Background: an optimization exercise with open tools, aiming at small area, a short achievable clock period and few clock cycles per item. Do not read the settings as production practice. Power and IR drop assume default switching activity.

exp/juniper:
==> flow/design.v <==
`timescale 1ns/100ps
package pipe_pkg;
  typedef logic [32-1:0] word_t;
  typedef logic [3-1:0]  reg_t;
  typedef logic [16-1:0]  imm_t;
  typedef enum logic [3:0] {
    OP_AND  = 4'd0,
    OP_NOT  = 4'd1,
    OP_OR   = 4'd2,
    OP_XOR  = 4'd3,
    OP_ADD  = 4'd4,
    OP_SUB  = 4'd5,
    OP_MOV0 = 4'd6,
    OP_MOV1 = 4'd7,
    OP_MOVI = 4'd8
  } opcode_t;
  typedef enum logic {
    FWD_RF = 1'b0,
    FWD_S3 = 1'b1
  } fwd_sel_t;
endpackage
`timescale 1ns/100ps
module inst_queue #(
  parameter int DEPTH = 14
) (
  input  logic        clk,
  input  logic        rst,
  input  logic        in_pass,
  input  logic [19:0] in_enc,
  input  logic        h_adv,
  output logic        in_accept,
  output logic        h_vld,
  output logic [19:0] h_enc
);
  logic [19:0] mem [DEPTH];
  logic [3:0]  wr_ptr;
  logic [3:0]  rd_ptr;
  logic [3:0]  cnt;
  logic        full_r;
  logic        empty_r;
  logic push;
  logic h_free;
  logic buf_wr;
  logic buf_rd;
  logic [3:0] cnt_nxt;
  assign push   = in_pass & ~full_r;
  assign h_free = ~h_vld | h_adv;
  assign buf_rd = h_free & ~empty_r;
  assign buf_wr = push & ~(h_free & empty_r);
  always_comb begin
    cnt_nxt = cnt;
    if (buf_wr & ~buf_rd) cnt_nxt = cnt + 4'd1;
    else if (buf_rd & ~buf_wr) cnt_nxt = cnt - 4'd1;
  end
  always_ff @(posedge clk) begin
    if (rst) begin
      wr_ptr  <= '0;
      rd_ptr  <= '0;
      cnt     <= '0;
      full_r  <= 1'b0;
      empty_r <= 1'b1;
      h_vld   <= 1'b0;
    end else begin
      if (buf_wr) wr_ptr <= (wr_ptr == 4'(DEPTH - 1)) ? 4'd0 : wr_ptr + 4'd1;
      if (buf_rd) rd_ptr <= (rd_ptr == 4'(DEPTH - 1)) ? 4'd0 : rd_ptr + 4'd1;
      cnt     <= cnt_nxt;
      full_r  <= (cnt_nxt == 4'(DEPTH));
      empty_r <= (cnt_nxt == 4'd0);
      if (h_free) h_vld <= ~empty_r | push;
    end
  end
  always_ff @(posedge clk) begin
    if (!full_r) mem[wr_ptr] <= in_enc;
  end
  always_ff @(posedge clk) begin
    if (h_free) h_enc <= empty_r ? in_enc : mem[rd_ptr];
  end
  assign in_accept = ~full_r;
endmodule
`timescale 1ns/100ps
module reg_file (
  input  logic  clk,
  input  pipe_pkg::reg_t  ra0,
  input  pipe_pkg::reg_t  ra1,
  input  logic  wen,
  input  pipe_pkg::reg_t  wa,
  input  pipe_pkg::word_t wdata,
  output pipe_pkg::word_t rdata0,
  output pipe_pkg::word_t rdata1
);
  localparam int N_REGS = 1 << 3;
  pipe_pkg::word_t mem [N_REGS];
  always_ff @(posedge clk) begin
    if (wen) begin
      mem[wa] <= wdata;
    end
  end
  assign rdata0 = mem[ra0];
  assign rdata1 = mem[ra1];
endmodule
`timescale 1ns/100ps
module issue_stage (
  input  pipe_pkg::opcode_t in_op,
  input  pipe_pkg::reg_t    in_ra0,
  input  pipe_pkg::reg_t    in_ra1,
  input  pipe_pkg::reg_t    in_wa,
  input  pipe_pkg::imm_t    in_imm,
  output logic [19:0]       enc
);
  logic       movi;
  logic       arith;
  logic       sub;
  logic [3:0] lut;
  always_comb begin
    movi  = 1'b0;
    arith = 1'b0;
    sub   = 1'b0;
    case (in_op)
      pipe_pkg::OP_AND:  lut = 4'b1000;
      pipe_pkg::OP_NOT:  lut = 4'b0011;
      pipe_pkg::OP_OR:   lut = 4'b1110;
      pipe_pkg::OP_XOR:  lut = 4'b0110;
      pipe_pkg::OP_ADD:  begin lut = 4'b0000; arith = 1'b1; end
      pipe_pkg::OP_SUB:  begin lut = 4'b0000; arith = 1'b1; sub = 1'b1; end
      pipe_pkg::OP_MOV0: lut = 4'b1100;
      pipe_pkg::OP_MOV1: lut = 4'b1010;
      pipe_pkg::OP_MOVI: begin lut = 4'b0000; movi = 1'b1; end
      default:           lut = 4'b1100;
    endcase
  end
  assign enc = {in_wa, movi,
                movi ? in_imm : {4'b0000, lut, arith, sub, in_ra1, in_ra0}};
endmodule
`timescale 1ns/100ps
module exec_unit (
  input  logic            clk,
  input  logic            rst,
  input  logic            hold,
  input  logic            h_vld,
  input  logic [19:0]     h_enc,
  input  pipe_pkg::word_t rdata0,
  input  pipe_pkg::word_t rdata1,
  output logic            h_adv,
  output logic            wen,
  output pipe_pkg::reg_t  wa,
  output pipe_pkg::word_t wdata,
  output logic            out_vld,
  output pipe_pkg::reg_t  out_wa,
  output pipe_pkg::word_t out_wdata
);
  logic        h_movi;
  logic [15:0] h_pl;
  pipe_pkg::reg_t h_ra0;
  pipe_pkg::reg_t h_ra1;
  logic        e_vld;
  pipe_pkg::reg_t e_wa;
  logic [3:0]  e_lut;
  logic        e_arith;
  logic        e_sub;
  logic        e_fwd0;
  logic        e_fwd1;
  pipe_pkg::word_t e_opa;
  pipe_pkg::word_t e_opb;
  logic        exec;
  pipe_pkg::word_t opa;
  pipe_pkg::word_t opb;
  logic [32:0] sum;
  pipe_pkg::word_t lres;
  pipe_pkg::word_t res;
  assign h_movi = h_enc[16];
  assign h_pl   = h_enc[15:0];
  assign h_ra0  = h_pl[2:0];
  assign h_ra1  = h_pl[5:3];
  assign exec   = e_vld & ~hold;
  assign h_adv  = ~e_vld | ~hold;
  always_ff @(posedge clk) begin
    if (rst) e_vld <= 1'b0;
    else if (h_adv) e_vld <= h_vld;
  end
  always_ff @(posedge clk) begin
    if (h_adv) begin
      e_wa    <= h_enc[19:17];
      e_lut   <= h_movi ? 4'b1010 : h_pl[11:8];
      e_arith <= ~h_movi & h_pl[7];
      e_sub   <= h_pl[6];
      e_fwd0  <= exec && (e_wa == h_ra0);
      e_fwd1  <= exec && (e_wa == h_ra1) && !h_movi;
      e_opa   <= rdata0;
      e_opb   <= h_movi ? pipe_pkg::word_t'(h_pl) : rdata1;
    end
  end
  assign opa = e_fwd0 ? out_wdata : e_opa;
  assign opb = e_fwd1 ? out_wdata : e_opb;
  assign sum = {opa, 1'b1} + {opb ^ {32{e_sub}}, e_sub};
  always_comb begin
    for (int i = 0; i < 32; i++) begin
      lres[i] = e_lut[{opa[i], opb[i]}];
    end
  end
  assign res = e_arith ? sum[32:1] : lres;
  assign wen   = exec;
  assign wa    = e_wa;
  assign wdata = res;
  always_ff @(posedge clk) begin
    if (rst) out_vld <= 1'b0;
    else     out_vld <= exec;
  end
  always_ff @(posedge clk) begin
    if (exec) begin
      out_wa    <= e_wa;
      out_wdata <= res;
    end
  end
endmodule
`timescale 1ns/100ps
module precompute_pipe (
  input  logic    clk,
  input  logic    rst,
  input  logic    in_pass,
  input  logic [3:0]  in_op,
  input  logic [2:0]  in_ra0,
  input  logic [2:0]  in_ra1,
  input  logic [2:0]  in_wa,
  input  logic [15:0] in_imm,
  input  logic    hold,
  output logic    in_accept,
  output logic    out_vld,
  output logic [2:0]  out_wa,
  output logic [31:0] out_wdata
);
  logic [19:0] in_enc;
  logic        h_vld;
  logic [19:0] h_enc;
  logic        h_adv;
  logic        wen;
  pipe_pkg::reg_t  wa;
  pipe_pkg::word_t wdata;
  pipe_pkg::word_t rdata0;
  pipe_pkg::word_t rdata1;
  issue_stage i_issue_stage (
    .in_op  (pipe_pkg::opcode_t'(in_op)),
    .in_ra0 (in_ra0),
    .in_ra1 (in_ra1),
    .in_wa  (in_wa),
    .in_imm (in_imm),
    .enc    (in_enc)
  );
  inst_queue i_inst_queue (
    .clk       (clk),
    .rst       (rst),
    .in_pass   (in_pass),
    .in_enc    (in_enc),
    .h_adv    (h_adv),
    .in_accept (in_accept),
    .h_vld     (h_vld),
    .h_enc     (h_enc)
  );
  reg_file i_reg_file (
    .clk    (clk),
    .ra0    (h_enc[2:0]),
    .ra1    (h_enc[5:3]),
    .wen    (wen),
    .wa     (wa),
    .wdata  (wdata),
    .rdata0 (rdata0),
    .rdata1 (rdata1)
  );
  exec_unit i_exec_unit (
    .clk       (clk),
    .rst       (rst),
    .hold      (hold),
    .h_vld     (h_vld),
    .h_enc     (h_enc),
    .rdata0    (rdata0),
    .rdata1    (rdata1),
    .h_adv    (h_adv),
    .wen       (wen),
    .wa        (wa),
    .wdata     (wdata),
    .out_vld   (out_vld),
    .out_wa    (out_wa),
    .out_wdata (out_wdata)
  );
endmodule
clock: 4.5 ns
lec_check: 0
cap_margin: 20
core_margin: 2
core_utilization: 60
place_density: 0.75
setup_slack_margin: 2.0
slew_margin: 20
run.sh (not shown) runs the stock make flow with config.mk's settings and CLKGATE_MAP_FILE= SYNTH_SCRIPT=/design/flow/synth_recipe.tcl, a recipe that flattens the netlist after the stock synthesis.
The inputs of exp/harbor differ from those of exp/juniper as listed below.
Settings: PLACE_DENSITY now 0.6, was 0.75; CORE_UTILIZATION now 40, was 60.
Notes after the runs:
Compared to exp/juniper, exp/harbor has share of total power in sequential cells 0.4 points lower.
In the tables for exp/juniper and exp/harbor, critical path depth reads lower with exp/harbor.
[compare] base=exp/juniper new=exp/harbor: number of fill cells in the layout increased 3,412; maximum frequency decreased about 1%; clock skew climbed 0.011 ns; power density over cell area went down 0.48%.
Relative area of clock buffers and inverters in the final design: exp/juniper and exp/harbor compared, higher one is exp/harbor
Cell depth of the worst flop-to-flop path: exp/harbor < exp/juniper
Cell count: exp/harbor higher than exp/juniper
Modified inputs, exp/willow compared to exp/harbor
Settings: an added CTS_BUF_LIST of sky130_fd_sc_hd__clkbuf_4 sky130_fd_sc_hd__clkbuf_8.
==> comparison <==
Diff exp/harbor -> exp/willow: detail-routed via count per cell went down about 2%, global-route usage stayed essentially flat, later-pin clock latency in the skew report shows an increase of 0.11 ns. Slowest cell on the critical path: ha_2 -> exp/willow, edfxtp_1 -> exp/harbor. Number of multi-input combinational cells across exp/harbor and exp/willow: no real change. Diff exp/harbor -> exp/willow: worst reg-to-reg setup slack +0.05 ns; switching power of the nets -about 1.8%. Worst setup path endpoint = i_reg_file.mem[3][31]$_DFFE_PP_: exp/harbor; worst setup path endpoint = i_reg_file.mem[2][31]$_DFFE_PP_: exp/willow.
Setup changes, exp/willow to exp/ember
Settings: CTS_BUF_LIST no longer set, was sky130_fd_sc_hd__clkbuf_4 sky130_fd_sc_hd__clkbuf_8; SETUP_SLACK_MARGIN now 2.5, was 2.0; ABC_CLOCK_PERIOD_IN_PS now 2000, previously not set.
--- outcome ---
exp/ember completed; timing, DRC and antenna clean
Measured against exp/willow, the internal power of the cells of exp/ember comes out at 1.09 times the reference value.
Comparing exp/ember and exp/willow, the lower maximum fanout count along the critical path is on exp/ember.
exp/ember against exp/willow: portion of the clock cycle consumed by the worst path in the final layout +0.46 points; worst setup timing slack at the placement stage higher; overall routing resource usage went up by 1.4 points; via count increased 4.1%; sequential share of layout area has decreased.
Compared to exp/willow, the routing of exp/ember uses more wire.
Diff exp/willow..exp/ember | overall die width | unchanged
No functional check of the RTL was part of any run of this note.

static timing again, ports no longer ideal:
The flow's constraints put no driver on any port. The routed layouts listed below were extracted and timed again, unchanged, in two steps. Step 1 (the two cells are an assumption about what drives the block):
set clk [get_ports {clk}]
set_driving_cell -lib_cell sky130_fd_sc_hd__clkbuf_16 $clk
set_driving_cell -lib_cell sky130_fd_sc_hd__buf_2 [delete_from_list [all_inputs] $clk]
Step 2, shift: input delay + t, output delay - t, t = (earliest + latest rising clock arrival at the registers) / 2. This alone moves slack from input paths to output paths. a / b / c = ideal ports / drivers / drivers and shift; a / b = the first two.
| run | shift t [ns] | setup slack, ns | latest minus earliest clock arrival (ns) | cell pins on the clock port's net |
|---|---|---|---|---|
| exp/juniper | 0.671 | 0.912 / 0.912 / 0.912 | 0.018 / 0.019 | 1 |
| exp/harbor | 0.695 | 0.875 / 0.875 / 0.875 | 0.026 / 0.027 | 1 |
| exp/willow | 0.788 | 0.926 / 0.926 / 0.926 | 0.045 / 0.045 | 1 |
| exp/ember | 0.692 | 0.905 / 0.905 / 0.905 | 0.055 / 0.054 | 1 |
After both steps setup and hold are still met in every run listed.
